What follows belongs to an exercise in optimizing a design on an open flow for small area, a short achievable clock period and few clock cycles per item; a production flow would make more cautious choices. The RTL was checked by simulation tests, not by an equivalence proof against the original design.

==> flow/design.v <==
package samplerz_pkg;
  typedef logic signed [31:0] mu_t;      
  typedef logic        [15:0] scale_t;   
  typedef logic        [15:0] frac_t;    
  typedef logic signed [15:0] z_t;       
  typedef logic signed [31:0] fix_t;     
  typedef logic        [71:0] rand72_t;  
  typedef logic        [7:0]  rand8_t;   
  typedef struct packed {
    rand72_t rand72;
    rand8_t  rand8;
    logic    b;        
  } lane_rand_t;
  typedef struct packed {
    logic accept;
    z_t   z;           
  } lane_result_t;
  typedef enum logic [1:0] {
    IDLE,
    WAIT_RAND,         
    RUN                
  } ctrl_state_t;
  localparam int CDT_LEN = 18;
  localparam int EXP_LEN = 16;
  function automatic rand72_t CDT_TABLE(input int i);
    case (i)
      0: CDT_TABLE = 72'd3024686241123004913666;
      1: CDT_TABLE = 72'd1564742784480091954050;
      2: CDT_TABLE = 72'd636254429462080897535;
      3: CDT_TABLE = 72'd199560484645026482916;
      4: CDT_TABLE = 72'd47667343854657281903;
      5: CDT_TABLE = 72'd8595902006365044063;
      6: CDT_TABLE = 72'd1163297957344668388;
      7: CDT_TABLE = 72'd117656387352093658;
      8: CDT_TABLE = 72'd8867391802663976;
      9: CDT_TABLE = 72'd496969357462633;
      10: CDT_TABLE = 72'd20680885154299;
      11: CDT_TABLE = 72'd638331848991;
      12: CDT_TABLE = 72'd14602316184;
      13: CDT_TABLE = 72'd247426747;
      14: CDT_TABLE = 72'd3104126;
      15: CDT_TABLE = 72'd28824;
      16: CDT_TABLE = 72'd198;
      17: CDT_TABLE = 72'd1;
      default: CDT_TABLE = '0;
    endcase
  endfunction
  function automatic rand8_t EXP_TABLE(input logic [3:0] i);
    case (i)
      4'd0: EXP_TABLE = 8'd255;
      4'd1: EXP_TABLE = 8'd199;
      4'd2: EXP_TABLE = 8'd155;
      4'd3: EXP_TABLE = 8'd121;
      4'd4: EXP_TABLE = 8'd94;
      4'd5: EXP_TABLE = 8'd73;
      4'd6: EXP_TABLE = 8'd57;
      4'd7: EXP_TABLE = 8'd44;
      4'd8: EXP_TABLE = 8'd35;
      4'd9: EXP_TABLE = 8'd27;
      4'd10: EXP_TABLE = 8'd21;
      4'd11: EXP_TABLE = 8'd16;
      4'd12: EXP_TABLE = 8'd13;
      4'd13: EXP_TABLE = 8'd10;
      4'd14: EXP_TABLE = 8'd8;
      4'd15: EXP_TABLE = 8'd6;
      default: EXP_TABLE = '0;
    endcase
  endfunction
  localparam scale_t INV_SIGMA_MAX_SQR_DIV_2 = 16'd9887;
  localparam int EXP_INDEX_SHIFT = 14;
endpackage
`timescale 1ns/1ns
module base_sampler (
  input  logic                  clk,
  input  samplerz_pkg::rand72_t rand72_i,
  output samplerz_pkg::z_t      z0_o
);
  samplerz_pkg::z_t cnt;   
  always_comb begin
    cnt = '0;
    for (int i = 0; i < samplerz_pkg::CDT_LEN; i++) begin
      if (rand72_i < samplerz_pkg::CDT_TABLE(i)) begin
        cnt = cnt + 16'sd1;
      end
    end
  end
  always_ff @(posedge clk) begin
    z0_o <= cnt;   
  end
endmodule
`timescale 1ns/1ns
module ber_exp (
  input  logic                 clk,
  input  samplerz_pkg::fix_t   x_i,       
  input  samplerz_pkg::rand8_t rand8_i,
  output logic                 accept_o
);
  samplerz_pkg::fix_t x_steps;   
  logic [3:0]         k;         
  assign x_steps = x_i >>> samplerz_pkg::EXP_INDEX_SHIFT;
  always_comb begin
    if (x_steps < 0) begin
      k = 4'd0;                  
    end else if (x_steps > 15) begin
      k = 4'd15;                 
    end else begin
      k = x_steps[3:0];
    end
  end
  always_ff @(posedge clk) begin
    accept_o <= (rand8_i < samplerz_pkg::EXP_TABLE(k));
  end
endmodule
`timescale 1ns/1ns
module sampling_lane (
  input  logic                       clk,
  input  logic                       rst_i,
  input  logic                       start_i,
  input  samplerz_pkg::lane_rand_t   lane_rand_i,   
  input  samplerz_pkg::frac_t        r_i,
  input  samplerz_pkg::scale_t       inv_s_i,
  output logic                       res_val_o,
  output samplerz_pkg::lane_result_t res_o
);
  logic [7:1]               vld_sr;         
  samplerz_pkg::z_t         z0_q;           
  samplerz_pkg::z_t         z_sr [2:7];     
  samplerz_pkg::fix_t       z0_sqr_q;       
  samplerz_pkg::fix_t       z0_sqr_d3;
  samplerz_pkg::fix_t       z0_sqr_d4;
  samplerz_pkg::fix_t       d_q;            
  samplerz_pkg::fix_t       d_sqr_q;        
  logic signed [63:0]       d_sqr_full;
  logic        [63:0]       part1_full;
  samplerz_pkg::fix_t       part1_q;        
  samplerz_pkg::fix_t       part2_q;        
  samplerz_pkg::fix_t       x_q;            
  logic                     accept;         
  always_ff @(posedge clk) begin
    if (rst_i) begin
      vld_sr <= '0;
    end else begin
      vld_sr <= {vld_sr[6:1], start_i};
    end
  end
  base_sampler i_base_sampler (
    .clk      (clk),
    .rand72_i (lane_rand_i.rand72),
    .z0_o     (z0_q)
  );
  assign d_sqr_full = 64'(d_q) * 64'(d_q);            
  assign part1_full = 64'(d_sqr_q) * 64'(inv_s_i);    
  always_ff @(posedge clk) begin
    z_sr[2]   <= lane_rand_i.b ? z0_q + 16'sd1 : -z0_q;
    z0_sqr_q  <= samplerz_pkg::fix_t'(z0_q) * samplerz_pkg::fix_t'(z0_q);
    d_q       <= samplerz_pkg::fix_t'({z_sr[2], 16'h0000})
               - samplerz_pkg::fix_t'({16'h0000, r_i});   
    z0_sqr_d3 <= z0_sqr_q;
    d_sqr_q   <= d_sqr_full[47:16];    
    z0_sqr_d4 <= z0_sqr_d3;
    part1_q   <= part1_full[47:16];
    part2_q   <= z0_sqr_d4 *
                 samplerz_pkg::fix_t'({16'h0000, samplerz_pkg::INV_SIGMA_MAX_SQR_DIV_2});
    x_q       <= (part1_q < part2_q) ? '0 : part1_q - part2_q;
  end
  always_ff @(posedge clk) begin
    for (int k = 3; k <= 7; k++) begin
      z_sr[k] <= z_sr[k-1];
    end
  end
  ber_exp i_ber_exp (
    .clk      (clk),
    .x_i      (x_q),
    .rand8_i  (lane_rand_i.rand8),
    .accept_o (accept)
  );
  assign res_val_o  = vld_sr[7];
  assign res_o      = {accept, z_sr[7]};
endmodule
`timescale 1ns/1ns
module lane_select #(
  parameter int NUM_LANES = 2
) (
  input  logic                       clk,
  input  logic                       rst_i,
  input  logic [NUM_LANES-1:0]       res_val_i,
  input  logic [NUM_LANES*17-1:0]     res_i,        
  input  samplerz_pkg::z_t           floor_mu_i,
  output logic                       dout_val_o,
  output samplerz_pkg::z_t           w_o,
  output logic                       all_reject_o
);
  logic             any_val;   
  logic             hit;       
  samplerz_pkg::z_t win_z;
  assign any_val = |res_val_i;
  always_comb begin
    hit   = 1'b0;
    win_z = '0;
    for (int i = NUM_LANES - 1; i >= 0; i--) begin
      if (res_val_i[i] && res_i[i*17+16]) begin
        hit   = 1'b1;
        win_z = res_i[i*17 +: 16];
      end
    end
  end
  always_ff @(posedge clk) begin
    if (rst_i) begin
      dout_val_o   <= 1'b0;
      all_reject_o <= 1'b0;
    end else begin
      dout_val_o   <= any_val & hit;
      all_reject_o <= any_val & ~hit;   
    end
  end
  always_ff @(posedge clk) begin
    if (any_val && hit) begin
      w_o <= win_z + floor_mu_i;
    end
  end
endmodule
`timescale 1ns/1ns
module samplerz_ctrl #(
  parameter int NUM_LANES = 2
) (
  input  logic                     clk,
  input  logic                     rst_i,
  input  logic                     din_val_i,
  input  samplerz_pkg::mu_t        mu_i,
  input  samplerz_pkg::scale_t     inv_sigma_sqr_div_2_i,
  input  logic                     rand_val_i,
  input  logic [NUM_LANES*81-1:0]  rand_i,         
  input  logic                     all_reject_i,
  input  logic                     dout_val_i,
  output logic                     ready_o,
  output logic                     request_rand_o,
  output logic                     start_o,
  output logic [NUM_LANES*81-1:0]  lane_rand_o,
  output samplerz_pkg::frac_t      r_o,
  output samplerz_pkg::scale_t     inv_s_o,
  output samplerz_pkg::z_t         floor_mu_o
);
  samplerz_pkg::ctrl_state_t state_q;
  samplerz_pkg::mu_t         mu_q;
  logic                      din_acc;    
  logic                      rand_acc;   
  assign ready_o  = (state_q == samplerz_pkg::IDLE);
  assign din_acc  = din_val_i & ready_o;
  assign rand_acc = rand_val_i & (state_q == samplerz_pkg::WAIT_RAND);
  always_ff @(posedge clk) begin
    if (rst_i) begin
      state_q        <= samplerz_pkg::IDLE;
      request_rand_o <= 1'b0;
      start_o        <= 1'b0;
    end else begin
      request_rand_o <= 1'b0;   
      start_o        <= 1'b0;
      case (state_q)
        samplerz_pkg::IDLE: begin
          if (din_acc) begin
            state_q        <= samplerz_pkg::WAIT_RAND;
            request_rand_o <= 1'b1;
          end
        end
        samplerz_pkg::WAIT_RAND: begin
          if (rand_acc) begin
            state_q <= samplerz_pkg::RUN;
            start_o <= 1'b1;   
          end
        end
        samplerz_pkg::RUN: begin
          if (dout_val_i) begin
            state_q <= samplerz_pkg::IDLE;
          end else if (all_reject_i) begin
            state_q        <= samplerz_pkg::WAIT_RAND;   
            request_rand_o <= 1'b1;
          end
        end
        default: state_q <= samplerz_pkg::IDLE;
      endcase
    end
  end
  always_ff @(posedge clk) begin
    if (din_acc) begin
      mu_q    <= mu_i;
      inv_s_o <= inv_sigma_sqr_div_2_i;
    end
  end
  always_ff @(posedge clk) begin
    if (rand_acc) begin
      lane_rand_o <= rand_i;
    end
  end
  assign floor_mu_o = mu_q[31:16];
  assign r_o        = mu_q[15:0];
endmodule
`timescale 1ns/1ns
module samplerz_top #(
  parameter int NUM_LANES = 2
) (
  input  logic                     clk,
  input  logic                     rst_i,
  input  logic                     din_val_i,
  input  logic [31:0]              mu_i,         
  input  logic [15:0]              inv_sigma_sqr_div_2_i,
  input  logic                     rand_val_i,
  input  logic [NUM_LANES*81-1:0]  rand_i,       
  output logic                     ready_o,
  output logic                     request_rand_o,
  output logic                     dout_val_o,
  output logic [15:0]              w_o
);
  logic                       start;
  logic [NUM_LANES*81-1:0]    lane_rand;
  samplerz_pkg::frac_t        r;
  samplerz_pkg::scale_t       inv_s;
  samplerz_pkg::z_t           floor_mu;
  logic [NUM_LANES-1:0]       res_val;
  logic [NUM_LANES*17-1:0]    res;
  logic                       all_reject;
  samplerz_ctrl #(
    .NUM_LANES (NUM_LANES)
  ) i_samplerz_ctrl (
    .clk                   (clk),
    .rst_i                 (rst_i),
    .din_val_i             (din_val_i),
    .mu_i                  (mu_i),
    .inv_sigma_sqr_div_2_i (inv_sigma_sqr_div_2_i),
    .rand_val_i            (rand_val_i),
    .rand_i                (rand_i),
    .all_reject_i          (all_reject),
    .dout_val_i            (dout_val_o),
    .ready_o               (ready_o),
    .request_rand_o        (request_rand_o),
    .start_o               (start),
    .lane_rand_o           (lane_rand),
    .r_o                   (r),
    .inv_s_o               (inv_s),
    .floor_mu_o            (floor_mu)
  );
  for (genvar g = 0; g < NUM_LANES; g++) begin : g_lane
    sampling_lane i_sampling_lane (
      .clk         (clk),
      .rst_i       (rst_i),
      .start_i     (start),
      .lane_rand_i (lane_rand[g*81 +: 81]),
      .r_i         (r),
      .inv_s_i     (inv_s),
      .res_val_o   (res_val[g]),
      .res_o       (res[g*17 +: 17])
    );
  end
  lane_select #(
    .NUM_LANES (NUM_LANES)
  ) i_lane_select (
    .clk          (clk),
    .rst_i        (rst_i),
    .res_val_i    (res_val),
    .res_i        (res),
    .floor_mu_i   (floor_mu),
    .dout_val_o   (dout_val_o),
    .w_o          (w_o),
    .all_reject_o (all_reject)
  );
endmodule
==> flow/run.sh <==
#!/bin/bash
# synth_recipe.tcl (not shown) runs the flow's synth.tcl, then flattens the netlist and writes it again
# the make line also repeats each setting of config.mk as NAME=value (left out here)
make -C /OpenROAD-flow-scripts/flow DESIGN_CONFIG=/design/flow/config.mk WORK_HOME=/design/flow/orfs CLKGATE_MAP_FILE= SYNTH_SCRIPT=/design/flow/synth_recipe.tcl finish
==> flow/config.mk <==
export PLATFORM = sky130hd
export DESIGN_NAME = samplerz_top
export DESIGN_NICKNAME = samplerz_top
export VERILOG_FILES = /design/flow/design.v
export SDC_FILE = /design/flow/constraint.sdc
export NUM_CORES = 4
export LEC_CHECK = 0
export CAP_MARGIN = 20
export CORE_MARGIN = 2
export CORE_UTILIZATION = 40
export SLEW_MARGIN = 20
==> flow/constraint.sdc <==
create_clock -name core_clock -period 14.0 [get_ports {clk}]
set_input_delay 2.8000 -clock core_clock [delete_from_list [all_inputs] [get_ports {clk}]]
set_output_delay 2.8000 -clock core_clock [all_outputs]
set_load 0.01 [all_outputs]
==> flow_metrics.py <==
metrics = {
    "clocking": {
        "cts-buffers-inserted": 117,
        "clk_path_buf_depth": 4,
        "ctsHtreeMaxLevel": 3,
        "cts_tree": "done",
        "root_buffer": "clkbuf_16",
        "clkTransAtPathRegs_ns": 0.06,
        "clk_latency_ns": 0.87,
        "clock_sinks": 925,
        "hold_buffers": 0,
    },
    "synthesis": {
        "synth_edf_count": 226,
        "synth-seq-cells": 925,
        "yosysWarningCount": 6,
        "synth_ff_type": "dfxtp_1",
        "synthesis.instances": 14637,
        "synth_top_cells_by_area": "fa_1, dfxtp_1, inv_1",
        "synth_largest_area_cell": "fa_1",
        "ys_seq_area_share_pct": 14.4,
        "synth.top_cell.area_share_pct": 44.5,
        "ys_types": 121,
        "synth_area_per_cell_um2": 9.83,
        "ys_async_sr_fraction_pct": 0,
        "netlist_area_um2": 144000,
    },
    "floorplan": {
        "fp-row-count": 220,
        "die_x_um": 604,
        "core-area_um2": 359000,
        "die_area_um2": 365000,
        "num_io_pins": 233,
        "start_util_pct": 40.1,
        "die_h_um": 604,
    },
    "grt": {
        "busiest_layer": "met2",
        "overflow": 0,
        "grt_max_degree": 72,
        "grt_pass1_wl_um": 572000,
        "antenna_found_initial": 17,
        "grtUsageTotal_pct": 20.0,
        "met2_usage_pct": 35.4,
        "grt_use_met3_pct": 2.35,
        "gr-usage-met1_pct": 25.9,
        "grt_pass1_vias": 102921,
    },
    "setup_path": {
        "max_stage_delay_ns": 0.52,
        "criticalPathCategory": "flop to flop",
        "crit_top_cell": "ha_1",
        "cp_max_fo": 7,
        "start_kind": "flop",
        "cp_slowest_cell": "or4_1",
        "cp_data_required_time_ns": 14.75,
        "cp-end-kind": "flop",
        "arrival_ns": 13.89,
    },
    "route": {
        "vias_per_cell": 4.85,
        "drc": 0,
        "dr.pass1.iters": 6,
        "ant_nets": 0,
        "routed_wl_um": 351000,
        "drt_iter0_drc": 4789,
        "avgRoutedWirePerCell_um": 18.0,
        "via_count": 94893,
    },
    "timing": {
        "finalCritPeriodShare_pct": 93.8,
        "holdWs_ns": 0.292,
        "period_needed_ns": 13.14,
        "skew_ns": 0.0706,
        "setup_viol": 0,
        "tightest_slew_ns": 1.14,
        "final.setup.tns_ns": 0,
        "maxSlewViolCount": 0,
        "max_freq_mhz": 76.1,
        "slew_headroom_pct": 23.2,
        "final_hold_viol_count": 0,
    },
    "cells_and_area": {
        "area_growth_pct": 8.30,
        "instances_no_fill": 19557,
        "layout_commonest_cell": "inv_1",
        "finalInstanceArea_um2": 156000,
        "mostFrequentLayoutCells": "inv_1, fa_1, nand2_1, ha_1, and2_1",
        "final_net_count": 19101,
        "layout-drive-gt1-share_pct": 3.88,
    },
    "placed_design": {
        "port_buffers": 232,
        "dpl.hpwl_um": 289000,
        "place.gp.congestion": 0.884,
        "post_dp_cell_area_um2": 152000,
        "dp.cells": 19320,
    },
    "hold_path": {
        "hp-class": "flop to flop",
    },
    "status": {
        "status": "no timing/DRC/antenna violations",
    },
    "job": {
        "cap_violations": 0,
    },
}
[cell usage after synthesis (all sizes together) (41+ instances only)]
| library cell | number |
|---|---|
| a21o | 102 |
| a21oi | 284 |
| a31oi | 41 |
| and2 | 859 |
| and3 | 49 |
| clkbuf | 487 |
| dfxtp | 699 |
| edfxtp | 226 |
| fa | 3198 |
| ha | 1001 |
| inv | 3706 |
| nand2 | 1368 |
| nand2b | 67 |
| nand3 | 131 |
| nand4 | 60 |
| nor2 | 536 |
| nor2b | 83 |
| nor3 | 160 |
| nor4 | 49 |
| o21a | 66 |
| o21ai | 206 |
| o21bai | 63 |
| or2 | 48 |
| or3 | 46 |
| xnor2 | 398 |
| xor2 | 143 |
[layout make-up]
| type | instances | area (um2) |
|---|---|---|
| fill | 34679 | 203000 |
| multi-input combinational | 9514 | 108000 |
| sequential | 925 | 20800 |
| inverter | 3715 | 13900 |
| tap | 4773 | 5970 |
| timing repair buffer | 415 | 3730 |
| clock buffer | 138 | 3140 |
| clock inverter | 70 | 783 |
| antenna | 7 | 17.5 |
[metrics by stage]
| step | utilization, % | setup WS [ns] |
|---|---|---|
| 2_1_floorplan | - | 1.69 |
| 3_3_place_gp | 42.3 | 0.547 |
| 3_5_place_dp | 42.3 | 0.645 |
| 4_1_cts | 43.4 | 0.588 |
| 5_1_grt | 43.5 | -0.0596 |
| 6_report | 43.5 | 0.864 |
[repair_timing]
| action | 4_1_cts | 5_1_grt |
|---|---|---|
| endpoints found under the setup margin | 0 | 10 |
| gates resized for setup | 0 | 20 |
| endpoints found under the hold margin | 0 | 0 |
| buffers inserted | 0 | 22 |
[logic make-up (layout without fill, tap and decap cells)]
logic type               count (synthesis)  count (layout)  synth area share, %
AO/OA/AOI/OAI                         1098            1098                 5.12
buffers and inverters                 4224            4338                 11.0
flip-flops                             925             925                 14.4
other                                    2              35              0.00522
AND/OR/NAND/NOR                       3617            3617                 12.5
XOR/XNOR                               547             547                 3.55
adder cells (fa/ha/maj)               4199            4199                 53.2
multiplexers                            25              25                0.186
[worst paths after layout]
check,from,end,slack [ns],depth (start not counted)
worst min-delay path,g_lane[0].i_sampling_lane.z0_sqr_d3[13],g_lane[0].i_sampling_lane.z0_sqr_d4[13],0.29,0
worst max-delay path,i_samplerz_ctrl.lane_rand_o[11],g_lane[0].i_sampling_lane.i_base_sampler.z0_o[6],0.86,70
worst min register to register,g_lane[0].i_sampling_lane.z0_sqr_d3[13],g_lane[0].i_sampling_lane.z0_sqr_d4[13],0.29,0
worst max register to register,i_samplerz_ctrl.lane_rand_o[11],g_lane[0].i_sampling_lane.i_base_sampler.z0_o[6],0.86,70
[metal layers]
layer	wire, um	part of all wire, %
met1	147000	42
met4	9660	2.7
met5	95	0.027
met3	15300	4.4
met2	180000	51
[worst max-delay path, delay by kind of cell, from the launching register on]
| family | cells | cell delay, ns |
|---|---|---|
| AO/OA/AOI/OAI | 20 | 3.13 |
| XOR/XNOR | 1 | 0.15 |
| adder cells (fa/ha/maj) | 16 | 4.56 |
| buffers and inverters | 6 | 0.44 |
| flip-flops | 1 | 0.44 |
| multiplexers | 5 | 1.21 |
| AND/OR/NAND/NOR | 22 | 3.05 |
[flip-flops by register name, summed over array words and instances, names as in the netlist]
name,cells
g_lane.i_sampling_lane.z0_sqr_d3,62
g_lane.i_sampling_lane.z_sr,192
i_samplerz_ctrl.start_o,1
g_lane.i_sampling_lane.i_base_sampler.z0_o,32
g_lane.i_sampling_lane.part2_q,62
i_lane_select.w_o,16
g_lane.i_sampling_lane.x_q,36
i_samplerz_ctrl.mu_q,32
i_samplerz_ctrl.lane_rand_o,162
i_lane_select.dout_val_o,1
g_lane.i_sampling_lane.z0_sqr_d4,62
g_lane.i_sampling_lane.z0_sqr_q,62
i_samplerz_ctrl.inv_s_o,16
g_lane.i_sampling_lane.i_ber_exp.accept_o,2
g_lane.i_sampling_lane.part1_q,64
g_lane.i_sampling_lane.d_q,48
i_lane_select.all_reject_o,1
g_lane.i_sampling_lane.d_sqr_q,64
i_samplerz_ctrl.state_q,2
g_lane.i_sampling_lane.vld_sr,7
i_samplerz_ctrl.request_rand_o,1
Testbench counts, summed over its fixed seeds: cycles 167,704, samples 12,000.

-- static timing again, ports no longer ideal --
In the flow no input, the clock included, has a driving cell. The finished layout below was timed again as built, in two steps. Step 1 assumes that a clkbuf_16 drives the clock port and a buf_2 every other input. Step 2 times the ports against the registers' clock, not the clock port: input delays grow and output delays shrink by t, the midpoint of the rising clock arrivals with the driver on. Slacks: ideal / step 1 / step 2; pairs: ideal / step 1.
shift t [ns]: 0.938
setup WS [ns]: 0.864 / 0.864 / 0.864
hold slack, ns: 0.292 / 0.292 / 0.292
latest minus earliest clock arrival (ns): 0.086 / 0.086
After both steps setup and hold are still met in this run. The setup slack of this run moves by 0.000 ns with the drivers and by 0.000 ns with both steps.
